This design comes from an exercise in tuning for small area, a short achievable clock period and few clock cycles per item on the open sky130 flow, not from production work. Where RTL was checked, it was by simulation tests only, not by an equivalence proof against the original.

== the baseline ==
==> flow/design.v <==
`default_nettype none
package life_pkg;
  typedef struct packed {
    logic       valid;
    logic [7:0] data;
  } byte_beat_t;
  typedef enum logic [1:0] {
    OP_NONE,
    OP_RANDOMIZE,
    OP_STEP
  } engine_op_t;
  typedef struct packed {
    logic       valid;
    engine_op_t op;
  } engine_req_t;
  typedef struct packed {
    logic [4-1:0] y;
    logic [5-1:0]  x;
  } cell_addr_t;
  typedef enum logic [2:0] {
    ENG_IDLE,
    ENG_RANDOMIZE,
    ENG_COUNT,
    ENG_COPY,
    ENG_PRINT
  } engine_state_t;
  typedef enum logic [2:0] {PR_IDLE, PR_HOME, PR_CELLS, PR_CR, PR_LF} print_state_t;
endpackage
`default_nettype wire
`timescale 1ns/1ps
`default_nettype none
module conway_top (
  input  logic       clk,
  input  logic       boot_reset,
  input  logic       rx_valid,
  input  logic [7:0] rx_data,
  output logic       rx_ready,
  output logic       tx_valid,
  output logic [7:0] tx_data,
  input  logic       tx_ready
);
  localparam int          L         = 549;  
  localparam int          K         = 35;   
  localparam logic [15:0] LFSR_SEED = 16'hace1;
  localparam logic [15:0] LFSR_TAPS = 16'hb400;
  logic       ph_hdr;
  logic [3:0] ph_y;
  logic [5:0] ph_c;
  logic       nx_hdr;
  logic [3:0] nx_y;
  logic [5:0] nx_c;
  always_comb begin
    nx_hdr = ph_hdr;
    nx_y   = ph_y;
    nx_c   = ph_c + 1'b1;
    if (ph_hdr) begin
      if (ph_c == 6'd4) begin
        nx_hdr = 1'b0;
        nx_y   = 4'd0;
        nx_c   = 6'd0;
      end
    end else if (ph_c == 6'd33) begin
      nx_c = 6'd0;
      if (ph_y == 4'd15) nx_hdr = 1'b1;
      else               nx_y   = ph_y + 1'b1;
    end
  end
  logic is_cell, x0, x31, y0, y15, dead;
  assign is_cell = !ph_hdr && !ph_c[5];
  assign x0   = (ph_c == 6'd0);
  assign x31  = (ph_c == 6'd31);
  assign y0   = (ph_y == 4'd0);
  assign y15  = (ph_y == 4'd15);
  assign dead = ph_hdr && (ph_c == 6'd0);
  logic [L-1:0]  ring;
  logic [K:1]    old;     
  logic [31:0]   lp;      
  logic          cap_u;   
  logic [15:0]   lfsr;
  logic          zero;    
  logic          pass_rand;
  logic          pass_step;
  logic nb_ul, nb_u, nb_ur, nb_l, nb_r, nb_dl, nb_d, nb_dr;
  always_comb begin
    nb_u  = y0 ? ring[39] : old[34];
    nb_ul = y0 ? (x0 ? ring[8] : ring[40]) : (x0 ? old[3] : old[35]);
    nb_ur = x31 ? cap_u : (y0 ? ring[38] : old[33]);
    nb_l  = x0 ? ring[L-31] : old[1];
    nb_r  = x31 ? old[31] : ring[L-1];
    nb_dl = y15 ? lp[30] : (x0 ? ring[L-65] : ring[L-33]);
    nb_d  = y15 ? lp[29] : ring[L-34];
    nb_dr = y15 ? lp[28] : (x31 ? ring[L-3] : ring[L-35]);
  end
  logic [3:0] ncount;
  logic       next_alive;
  logic       cell_val;
  assign ncount = 4'(nb_ul) + 4'(nb_u) + 4'(nb_ur) + 4'(nb_l)
                + 4'(nb_r) + 4'(nb_dl) + 4'(nb_d) + 4'(nb_dr);
  assign next_alive = (ncount == 4'd3) || (ring[0] && ncount == 4'd2);
  assign cell_val   = pass_rand ? lfsr[0] :
                      zero      ? 1'b0    :
                      pass_step ? next_alive : ring[0];
  always_ff @(posedge clk) begin
    ring  <= {ring[L-2:1], cell_val, ring[L-1]};
    old   <= {old[K-1:1], ring[0]};
    lp    <= {lp[30:0], (is_cell && y0) ? ring[0] : lp[31]};
    if (is_cell && x0) cap_u <= nb_u;
  end
  logic       fa;         
  logic       is_auto;    
  logic       running;
  logic [2:0] arm_cnt;    
  logic       nb_hdr;     
  logic [3:0] nb_y;
  logic [5:0] nb_c;
  logic fire, free, accept, is_rand, is_step, is_run, cmd_frame, auto_go, start;
  logic nb_match, load, last_fire, hold;
  logic [7:0] slot_byte;
  assign fire      = tx_valid && tx_ready;
  assign free      = !tx_valid || tx_ready;
  assign accept    = rx_valid && rx_ready;
  assign is_rand   = (rx_data == 8'h30);
  assign is_step   = (rx_data == 8'h31);
  assign is_run    = (rx_data == 8'h20);
  assign cmd_frame = accept && (is_rand || (is_step && !running));
  assign auto_go   = rx_ready && !rx_valid && running && (arm_cnt == 3'd5);
  assign start     = cmd_frame || auto_go;
  assign nb_match  = (nb_hdr == ph_hdr) && (nb_y == ph_y) && (nb_c == ph_c);
  assign load      = fa && free && nb_match && !dead;
  assign last_fire = fire && nb_hdr && (nb_c == 6'd0);
  assign hold      = rx_ready && zero && !running && !start;
  always_comb begin
    if (ph_hdr) begin
      case (ph_c[2:0])
        3'd1:    slot_byte = 8'h1b;
        3'd2:    slot_byte = 8'h5b;
        3'd3:    slot_byte = 8'h3b;
        default: slot_byte = 8'h48;
      endcase
    end else if (!ph_c[5]) begin
      slot_byte = cell_val ? 8'h4f : 8'h20;
    end else if (!ph_c[0]) begin
      slot_byte = 8'h0d;
    end else begin
      slot_byte = 8'h0a;
    end
  end
  always_ff @(posedge clk) begin
    if (pass_rand && is_cell) begin
      lfsr <= {1'b0, lfsr[15:1]} ^ (lfsr[0] ? LFSR_TAPS : 16'h0000);
    end
    if (start || load) begin
      tx_data <= slot_byte;
    end
    if (start || load) begin
      nb_hdr <= nx_hdr;
      nb_y   <= nx_y;
      nb_c   <= nx_c;
    end
    if (boot_reset) begin
      ph_hdr    <= 1'b1;
      ph_y      <= 4'd15;
      ph_c      <= 6'd1;
      fa        <= 1'b0;
      is_auto   <= 1'b0;
      tx_valid  <= 1'b0;
      rx_ready  <= 1'b1;
      running   <= 1'b0;
      arm_cnt   <= 3'd0;
      pass_rand <= 1'b0;
      pass_step <= 1'b0;
      zero      <= 1'b1;
      lfsr      <= LFSR_SEED;
    end else begin
      if (!hold) begin
        ph_hdr <= nx_hdr;
        ph_y   <= nx_y;
        ph_c   <= nx_c;
      end
      if (start) begin
        tx_valid  <= 1'b1;
        fa        <= 1'b1;
        is_auto   <= auto_go;
        pass_rand <= cmd_frame && is_rand;
        pass_step <= !(cmd_frame && is_rand);
        if (cmd_frame && is_rand) zero <= 1'b0;
      end else if (load) begin
        tx_valid <= 1'b1;
      end else if (fire) begin
        tx_valid <= 1'b0;
      end
      if (last_fire) fa <= 1'b0;
      if (dead) begin
        pass_rand <= 1'b0;
        pass_step <= 1'b0;
      end
      if (accept && is_run) begin
        running <= !running;
      end else if (accept && is_step && running) begin
        running <= 1'b0;
      end
      if ((accept && is_run) || (last_fire && is_auto)) begin
        arm_cnt <= 3'd0;
      end else if (dead && arm_cnt != 3'd5) begin
        arm_cnt <= arm_cnt + 1'b1;
      end
      rx_ready <= hold || (dead && !(fa && !last_fire));
    end
  end
endmodule
`default_nettype wire
make LEC_CHECK=0 CAP_MARGIN=20 CORE_MARGIN=2 CORE_UTILIZATION=40 PLACE_DENSITY=0.6 SLEW_MARGIN=20 finish   # period 10.0 ns
run.sh (not shown) runs the stock make flow with config.mk's settings and CLKGATE_MAP_FILE= SYNTH_SCRIPT=/design/flow/synth_recipe.tcl, a recipe that flattens the netlist after the stock synthesis.
Testbench counts of the baseline, summed over its fixed seeds: cycles 52,704, frames 96.
diff inputs: the baseline => the candidate
diff --git a/flow/design.v b/flow/design.v
--- a/flow/design.v
+++ b/flow/design.v
@@ -38,11 +38,11 @@
   output logic       tx_valid,
   output logic [7:0] tx_data,
   input  logic       tx_ready
 );
   localparam int          L         = 549;  
-  localparam int          K         = 35;   
+  localparam int          K         = 34;   
   localparam logic [15:0] LFSR_SEED = 16'hace1;
   localparam logic [15:0] LFSR_TAPS = 16'hb400;
   logic       ph_hdr;
   logic [3:0] ph_y;
   logic [5:0] ph_c;
@@ -78,35 +78,56 @@
   logic          cap_u;   
   logic [15:0]   lfsr;
   logic          zero;    
   logic          pass_rand;
   logic          pass_step;
+  logic n_x0, n_x31, n_y0, n_y15;
+  assign n_x0  = ph_hdr ? (ph_c == 6'd4) : (ph_c == 6'd33);
+  assign n_x31 = !ph_hdr && (ph_c == 6'd30);
+  assign n_y0  = ph_hdr || (y0 && ph_c != 6'd33);
+  assign n_y15 = !ph_hdr && (ph_c == 6'd33 ? (ph_y == 4'd14) : y15);
   logic nb_ul, nb_u, nb_ur, nb_l, nb_r, nb_dl, nb_d, nb_dr;
   always_comb begin
-    nb_u  = y0 ? ring[39] : old[34];
-    nb_ul = y0 ? (x0 ? ring[8] : ring[40]) : (x0 ? old[3] : old[35]);
-    nb_ur = x31 ? cap_u : (y0 ? ring[38] : old[33]);
-    nb_l  = x0 ? ring[L-31] : old[1];
-    nb_r  = x31 ? old[31] : ring[L-1];
-    nb_dl = y15 ? lp[30] : (x0 ? ring[L-65] : ring[L-33]);
-    nb_d  = y15 ? lp[29] : ring[L-34];
-    nb_dr = y15 ? lp[28] : (x31 ? ring[L-3] : ring[L-35]);
-  end
-  logic [3:0] ncount;
-  logic       next_alive;
+    nb_u  = n_y0 ? ring[38] : old[33];
+    nb_ul = n_y0 ? (n_x0 ? ring[7] : ring[39]) : (n_x0 ? old[2] : old[34]);
+    nb_ur = n_x31 ? cap_u : (n_y0 ? ring[37] : old[32]);
+    nb_l  = n_x0 ? ring[L-32] : ring[0];
+    nb_r  = n_x31 ? old[30] : ring[L-2];
+    nb_dl = n_y15 ? lp[29] : (n_x0 ? ring[L-66] : ring[L-34]);
+    nb_d  = n_y15 ? lp[28] : ring[L-35];
+    nb_dr = n_y15 ? lp[27] : (n_x31 ? ring[L-4] : ring[L-36]);
+  end
+  function automatic logic [4:0] count4(input logic a, b, c, d);
+    logic pa, qa, pb, qb;
+    pa = a ^ b;
+    qa = a & b;
+    pb = c ^ d;
+    qb = c & d;
+    count4[0] = !(a | b | c | d);
+    count4[1] = (pa ^ pb) && !qa && !qb;
+    count4[2] = (qa && !pb && !qb) || (qb && !pa && !qa) || (pa && pb);
+    count4[3] = (qa && pb) || (qb && pa);
+    count4[4] = qa && qb;
+  endfunction
+  logic [4:0] cnt_a, cnt_b;
+  logic       eq2, eq3, next_alive, nxt_alive;
   logic       cell_val;
-  assign ncount = 4'(nb_ul) + 4'(nb_u) + 4'(nb_ur) + 4'(nb_l)
-                + 4'(nb_r) + 4'(nb_dl) + 4'(nb_d) + 4'(nb_dr);
-  assign next_alive = (ncount == 4'd3) || (ring[0] && ncount == 4'd2);
+  assign cnt_a = count4(nb_ul, nb_u, nb_ur, nb_l);
+  assign cnt_b = count4(nb_r, nb_dl, nb_d, nb_dr);
+  assign eq2 = (cnt_a[0] && cnt_b[2]) || (cnt_a[1] && cnt_b[1]) || (cnt_a[2] && cnt_b[0]);
+  assign eq3 = (cnt_a[0] && cnt_b[3]) || (cnt_a[1] && cnt_b[2]) ||
+               (cnt_a[2] && cnt_b[1]) || (cnt_a[3] && cnt_b[0]);
+  assign next_alive = eq3 || (ring[L-1] && eq2);
   assign cell_val   = pass_rand ? lfsr[0] :
                       zero      ? 1'b0    :
-                      pass_step ? next_alive : ring[0];
+                      pass_step ? nxt_alive : ring[0];
   always_ff @(posedge clk) begin
     ring  <= {ring[L-2:1], cell_val, ring[L-1]};
     old   <= {old[K-1:1], ring[0]};
     lp    <= {lp[30:0], (is_cell && y0) ? ring[0] : lp[31]};
-    if (is_cell && x0) cap_u <= nb_u;
+    if (n_x0) cap_u <= nb_u;
+    nxt_alive <= next_alive;
   end
   logic       fa;         
   logic       is_auto;    
   logic       running;
   logic [2:0] arm_cnt;    
--- outcome ---
On met3 track utilization from global routing, the baseline and the candidate are neck and neck. Compared to the baseline, the candidate has maximum frequency from static timing analysis 0.078 GHz higher. Global-route wire length before repair: the baseline and the candidate compared, higher one is the candidate. Looking at worst setup slack, the candidate sits 1.52 ns higher than the baseline does. Starting density of the core delta for the candidate relative to the baseline: 0.21 points higher. Lower final critical-path required period was reported by the candidate, not the baseline.
Function not checked in the candidate: the RTL went through the layout flow alone.

## separate check: timing with driven ports
No port has a modelled driver above. Below, the same layouts with a new extraction and two added sets of constraints. Step 1 assumes that a clkbuf_16 drives the clock port and a buf_2 every other input. Step 2, shift: input delay + t, output delay - t, t = (earliest + latest rising clock arrival at the registers) / 2. This alone moves slack from input paths to output paths. Three values: no drivers, after step 1, after step 2; two values: the first two.
run | shift t [ns] | setup WS [ns] | worst slew at a driven data input, ns
the baseline | 0.625 | 4.756 / 4.756 / 4.756 | 0.04
the candidate | 0.617 | 6.272 / 6.295 / 5.677 | 0.04
After both steps every run listed still meets setup and hold. The setup slack of the candidate, which loses most, moves by +0.023 ns with the drivers and by -0.595 ns with both steps.
